Background: an optimization exercise with open tools, aiming at small area, a short achievable clock period and few clock cycles per item. Do not read the settings as production practice. Function was checked by simulation only, so behaviour that the tests miss may differ from the original.

Setup of run A:
Design fpu_pipe_unit, start of the top module:
module fpu_pipe_unit #(
    parameter int EXP_W = 8,
    parameter int MAN_W = 23,
    parameter int TAG_W = 4
) (
    input  logic                 clk,
    input  logic                 rst_n,
    input  logic                 in_valid,
    output logic                 in_ready,
    input  logic [1:0]           in_op,
    input  logic [EXP_W+MAN_W:0] in_a,
    input  logic [EXP_W+MAN_W:0] in_b,
    input  logic [TAG_W-1:0]     in_tag,
    output logic                 out_valid,
    input  logic                 out_ready,
    output logic [EXP_W+MAN_W:0] out_y,
    output logic [TAG_W-1:0]     out_tag,
    output logic [3:0]           out_flags,
    output logic [3:0]           sticky,
    input  logic                 sticky_clr
);
Size in the first run: ~120 I/O pins, roughly 26000 sq um of cells after synthesis.
==> flow/config.mk <==
export PLATFORM = sky130hd
export DESIGN_NAME = fpu_pipe_unit
export DESIGN_NICKNAME = fpu_pipe_unit
export VERILOG_FILES = /design/flow/design.v
export SDC_FILE = /design/flow/constraint.sdc
export NUM_CORES = 4
export LEC_CHECK = 0
export ABC_AREA = 1
export CAP_MARGIN = 20
export CORE_MARGIN = 2
export CORE_UTILIZATION = 48
export GPL_ROUTABILITY_DRIVEN = 0
export SETUP_SLACK_MARGIN = 5
export SLEW_MARGIN = 20
==> flow/constraint.sdc <==
create_clock -name core_clock -period 14.0 [get_ports {clk}]
set_input_delay 2.8000 -clock core_clock [delete_from_list [all_inputs] [get_ports {clk}]]
set_output_delay 2.8000 -clock core_clock [all_outputs]
set_load 0.01 [all_outputs]
standard.sh (not shown) runs the stock make flow with config.mk's settings and CLKGATE_MAP_FILE= SYNTH_SCRIPT=/design/flow/synth_recipe.tcl, a recipe that flattens the netlist after the stock synthesis.
==> flow/flow/run.sh <==
#!/bin/bash
# Own layout flow:
#  1. the standard synthesis, unchanged (standard.sh, up to 1_2_yosys.v);
#  2. flow/fa_polarity.py removes inverters around full-adder cells of that
#     netlist (a full adder is self-dual); registers and ports are untouched;
#  3. the rest of the standard ORFS flow on that netlist, with plain
#     buf_2 cells as the port buffers.
# Each step's full output goes to a log file of its own in this folder.
set -euo pipefail
here=$(pwd)
res="$here/orfs/results/$FLOW_PLATFORM/fpu_pipe_unit/base"
bash standard.sh "$res/1_2_yosys.v" > "$here/flow_synth.log" 2>&1
cp "$res/1_2_yosys.v" "$here/1_2_yosys_standard.v"
python3 "$here/flow/fa_polarity.py" "$here/1_2_yosys_standard.v" "$res/1_2_yosys.v" > "$here/flow_polarity.log" 2>&1
touch "$res/1_2_yosys.v"
bash standard.sh \
    "BUFFER_PORTS_ARGS=-buffer_cell sky130_fd_sc_hd__buf_2" \
    finish > "$here/flow_layout.log" 2>&1
Other scripts of this flow, unchanged in this note and not shown: flow/flow/fa_polarity.py
Testbench counts of run A, summed over its fixed seeds: cycles 4,008, items 4,000.
--- input diff run A..run B ---
# run A
export LEC_CHECK = 0
export ABC_AREA = 1
export CAP_MARGIN = 20
export CORE_MARGIN = 2
export CORE_UTILIZATION = 48
export GPL_ROUTABILITY_DRIVEN = 0
export SETUP_SLACK_MARGIN = 5
export SLEW_MARGIN = 20
create_clock -name core_clock -period 14.0 [get_ports {clk}]
# run B
export LEC_CHECK = 0
export ABC_AREA = 1
export CAP_MARGIN = 0
export CORE_MARGIN = 2
export CORE_UTILIZATION = 40
export GPL_ROUTABILITY_DRIVEN = 0
export SETUP_SLACK_MARGIN = 5
export SLEW_MARGIN = 0
create_clock -name core_clock -period 14.0 [get_ports {clk}]
For share of final-layout standard cells stronger than drive strength 1, run B and run A come out practically identical. The global-route wire length before repair of run B is higher than that of run A. Diff run A -> run B: placeable core region shows an increase of 20%; global router's overall resource usage decreased by 5.6 points relative to the old numbers; sequential share of layout area held steady; TritonCTS sink count flat.
The following lists how run C was set up differently from run B:
# run B
export LEC_CHECK = 0
export ABC_AREA = 1
export CAP_MARGIN = 0
export CORE_MARGIN = 2
export CORE_UTILIZATION = 40
export GPL_ROUTABILITY_DRIVEN = 0
export SETUP_SLACK_MARGIN = 5
export SLEW_MARGIN = 0
create_clock -name core_clock -period 14.0 [get_ports {clk}]
# run C
export LEC_CHECK = 0
export ABC_AREA = 1
export CAP_MARGIN = 20
export CORE_MARGIN = 2
export CORE_UTILIZATION = 33
export GPL_ROUTABILITY_DRIVEN = 0
export SETUP_SLACK_MARGIN = 5
export SLEW_MARGIN = 20
create_clock -name core_clock -period 14.0 [get_ports {clk}]
Results
- Worst-case setup slack after placement down 0.068 ns in run C wrt run B
- Looking only at global-route usage, and setting everything else aside, the lower value of run C and run B goes to run C.
- Run C ends up with lower logic depth of the worst path, buffers included than run B does.
- The multi-input combinational area share number comes out higher for run B vs run C.
- Of run C and run B, it is run C that has the higher count of fill cells added during filler insertion.
- Run C vs run B, start point of the critical path: in_b[5] vs r_cin
- Taking run B as the reference point, the share of the clock period used by the worst path after layout of run C rises by 0.48 points.
Input-level comparison between run D and run C:
# run C
export LEC_CHECK = 0
export ABC_AREA = 1
export CAP_MARGIN = 20
export CORE_MARGIN = 2
export CORE_UTILIZATION = 33
export GPL_ROUTABILITY_DRIVEN = 0
export SETUP_SLACK_MARGIN = 5
export SLEW_MARGIN = 20
create_clock -name core_clock -period 14.0 [get_ports {clk}]
# run D
export LEC_CHECK = 0
export ABC_AREA = 1
export CAP_MARGIN = 20
export CORE_MARGIN = 2
export CORE_UTILIZATION = 40
export GPL_ROUTABILITY_DRIVEN = 0
export SETUP_SLACK_MARGIN = 5
export SLEW_MARGIN = 20
create_clock -name core_clock -period 14.0 [get_ports {clk}]
Results
Run C -> run D: count of final max-slew check failures delta 0, exact match
Changes observed in run D relative to run C: routed wire length fell by about 2.3%.
The die area number comes out lower for run D vs run C.
Changes in run E relative to run D:
# run D
export LEC_CHECK = 0
export ABC_AREA = 1
export CAP_MARGIN = 20
export CORE_MARGIN = 2
export CORE_UTILIZATION = 40
export GPL_ROUTABILITY_DRIVEN = 0
export SETUP_SLACK_MARGIN = 5
export SLEW_MARGIN = 20
create_clock -name core_clock -period 14.0 [get_ports {clk}]
# run E
export LEC_CHECK = 0
export ABC_AREA = 1
export CAP_MARGIN = 20
export CORE_MARGIN = 2
export CORE_UTILIZATION = 40
export SETUP_SLACK_MARGIN = 5
export SLEW_MARGIN = 20
create_clock -name core_clock -period 14.0 [get_ports {clk}]
==> results.txt <==
Run E ends up with a final area that is 0.62% higher than in run D. Run E ended up with in -> reg as its type of the worst setup path; run D ended up with reg -> out. Of the two values seen for start point of the critical path, in_b[5] was produced by run E and r_cin by run D. Run E reports its library cell contributing the largest single delay on the critical path as sky130_fd_sc_hd__a41oi_1 while run D reports sky130_fd_sc_hd__fa_2. Where first-pass GRT wire length is concerned, run D is better than run E. From run D to run E the numbers moved as follows: area added between synthesis and finish moved up; critical-path maximum fanout grew by 23%; synthesized area roughly the same.

========
## job 2485
fpu_pipe_unit, a different RTL version from the one above (not shown whole).
Size in the first run: ~4300 cells after synthesis, about 52 flip-flops, ~120 I/O pins, ~28000 sq um of cells after synthesis.
Settings: LEC_CHECK=0, ABC_AREA=1, CAP_MARGIN=20, CORE_MARGIN=2, CORE_UTILIZATION=40, SETUP_SLACK_MARGIN=4, SLEW_MARGIN=20; clock period 14.0 ns.
==> flow/flow/run.sh <==
#!/bin/bash
# Own layout flow: the standard ORFS flow with stronger port buffers and a
# fanout limit for the placement-stage design repair. Every make/tool output
# goes to a log file in this work folder.
set -euo pipefail
here=$(pwd)
bash standard.sh \
    "BUFFER_PORTS_ARGS=-buffer_cell sky130_fd_sc_hd__buf_4" \
    "PRE_RESIZE_TCL=$here/flow/pre_resize.tcl" \
    finish > "$here/standard_flow.log" 2>&1
==> flow/flow/pre_resize.tcl <==
# Limit fanout so that repair_design buffers the wide Booth-select and
# operand nets instead of leaving them on small drivers.
set_max_fanout 10 [current_design]
Job 2485 finished all stages; the layout is clean.
Testbench counts of job 2485, summed over its fixed seeds: cycles 4,008, items 4,000.
Edits applied to the flow inputs when going from job 2485 to job 2865:
==> flow/run.sh (new file) <==
#!/bin/bash
# synth_recipe.tcl (not shown) runs the flow's synth.tcl, then flattens the netlist and writes it again
# the make line also repeats each setting of config.mk as NAME=value (left out here)
make -C /OpenROAD-flow-scripts/flow DESIGN_CONFIG=/design/flow/config.mk WORK_HOME=/design/flow/orfs CLKGATE_MAP_FILE= SYNTH_SCRIPT=/design/flow/synth_recipe.tcl finish
removed: flow/flow/run.sh
removed: flow/flow/pre_resize.tcl
removed: flow/standard.sh
Results
For job 2865, the cell at the slowest stage of the critical path was sky130_fd_sc_hd__fa_1, unlike job 2485, where it was sky130_fd_sc_hd__clkdlybuf4s50_1.
Diff job 2485 -> job 2865: normalized max-slew margin lost 1.6 points, overall via count from detail_route shows a reduction of 5.8%.
Summary of job 2865 over job 2485: signed area change from the synthesized netlist to the final layout now smaller, number of fillers in the final layout has increased, met1 capacity usage during global routing down 2.9 points.
Job 2865 improves on job 2485 in cell area.
Setup changes, job 2865 to job 5802
# job 2865
export LEC_CHECK = 0
export ABC_AREA = 1
export CAP_MARGIN = 20
export CORE_MARGIN = 2
export CORE_UTILIZATION = 40
export SETUP_SLACK_MARGIN = 4
export SLEW_MARGIN = 20
create_clock -name core_clock -period 14.0 [get_ports {clk}]
# job 5802
export LEC_CHECK = 0
export ABC_AREA = 1
export CAP_MARGIN = 20
export CORE_MARGIN = 2
export CORE_UTILIZATION = 60
export SETUP_SLACK_MARGIN = 4
export SLEW_MARGIN = 20
create_clock -name core_clock -period 14.0 [get_ports {clk}]
--- outcome ---
Diff job 2865 -> job 5802: ratio of final minimum period to clock period went up, share of cells above drive strength 1 went down, setup clock skew after layout went up, share of the final layout cell area in multi-input gates went up. Job 5802 and job 2865 ended up with roughly the same clock tree cell share of total cell area.
For job 1720, these inputs were changed with respect to job 5802:
# job 5802
export LEC_CHECK = 0
export ABC_AREA = 1
export CAP_MARGIN = 20
export CORE_MARGIN = 2
export CORE_UTILIZATION = 60
export SETUP_SLACK_MARGIN = 4
export SLEW_MARGIN = 20
create_clock -name core_clock -period 14.0 [get_ports {clk}]
# job 1720
export LEC_CHECK = 0
export ABC_AREA = 1
export CAP_MARGIN = 20
export CORE_MARGIN = 2
export CORE_UTILIZATION = 40
export SETUP_SLACK_MARGIN = 4
export SLEW_MARGIN = 20
create_clock -name core_clock -period 14.0 [get_ports {clk}]
==> flow/flow/run.sh (new file) <==
#!/bin/bash
# Own layout flow: the standard ORFS flow, with plain buf_2 cells as the
# port buffers. All make/tool output goes to a log file in this work folder.
set -euo pipefail
here=$(pwd)
bash standard.sh \
    "BUFFER_PORTS_ARGS=-buffer_cell sky130_fd_sc_hd__buf_2" \
    finish > "$here/standard_flow.log" 2>&1
==> flow/standard.sh (new file) <==
#!/bin/bash
# synth_recipe.tcl (not shown) runs the flow's synth.tcl, then flattens the netlist and writes it again
# the make line also repeats each setting of config.mk as NAME=value (left out here)
make -C /OpenROAD-flow-scripts/flow DESIGN_CONFIG=/design/flow/config.mk WORK_HOME=/design/flow/orfs CLKGATE_MAP_FILE= SYNTH_SCRIPT=/design/flow/synth_recipe.tcl "${@:-finish}"
removed: flow/run.sh
Findings:
Job 5802 and job 1720 all finish clean.
Job 1720 vs job 5802: worst stage delay on the critical path up in job 1720
Diff job 5802 -> job 1720: final critical-path setup slack increased 89 ps, routed length on met1 increased by 18% relative to the old numbers, wire length of the first global-routing pass now sits higher, worst slack at placement has increased.
Against job 5802, worst hold margin in job 1720 came out worse.
Delta (job 1720 minus job 5802): final area went down by 1.1%, post-CTS setup repair buffer count shrank by 1.

[re-timing with driven ports]
Ports are ideal in the flow. The routed layouts listed here were re-timed in OpenROAD.
Step 1 sets driving cells, clkbuf_16 on the clock port and buf_2 on the other inputs (assumed; they add their load-dependent delay and slew).
Step 2 moves the port delays by t, midway between the first and last clock arrival at a register: inputs arrive t later, outputs are due t later. That takes back most of the time a late clock gives input paths.
a / b / c = ideal / step 1 / step 2; a / b = the first two.
run | t (ns) | setup slack, ns | clock arrival spread, ns | slew at the worst register clock pin (ns)
run A | 0.397 | 5.341 / 5.291 / 5.410 | 0.014 / 0.014 | 0.08 / 0.08
run B | 0.406 | 5.423 / 5.380 / 5.076 | 0.017 / 0.017 | 0.08 / 0.08
run C | 0.407 | 5.357 / 5.354 / 4.978 | 0.015 / 0.015 | 0.08 / 0.08
run D | 0.406 | 5.423 / 5.380 / 5.076 | 0.017 / 0.017 | 0.08 / 0.08
run E | 0.395 | 5.166 / 5.188 / 4.793 | 0.018 / 0.018 | 0.08 / 0.08
job 2485 | 0.345 | 4.009 / 4.033 / 3.688 | 0.006 / 0.006 | 0.07 / 0.07
job 2865 | 0.344 | 4.309 / 4.326 / 3.982 | 0.006 / 0.006 | 0.07 / 0.07
job 5802 | 0.360 | 4.239 / 4.260 / 3.900 | 0.014 / 0.014 | 0.08 / 0.08
job 1720 | 0.357 | 4.327 / 4.345 / 3.988 | 0.015 / 0.015 | 0.08 / 0.08
After both steps setup and hold are still met in every run listed. The setup slack of run C, which loses most, moves by -0.003 ns with the drivers and by -0.379 ns with both steps.
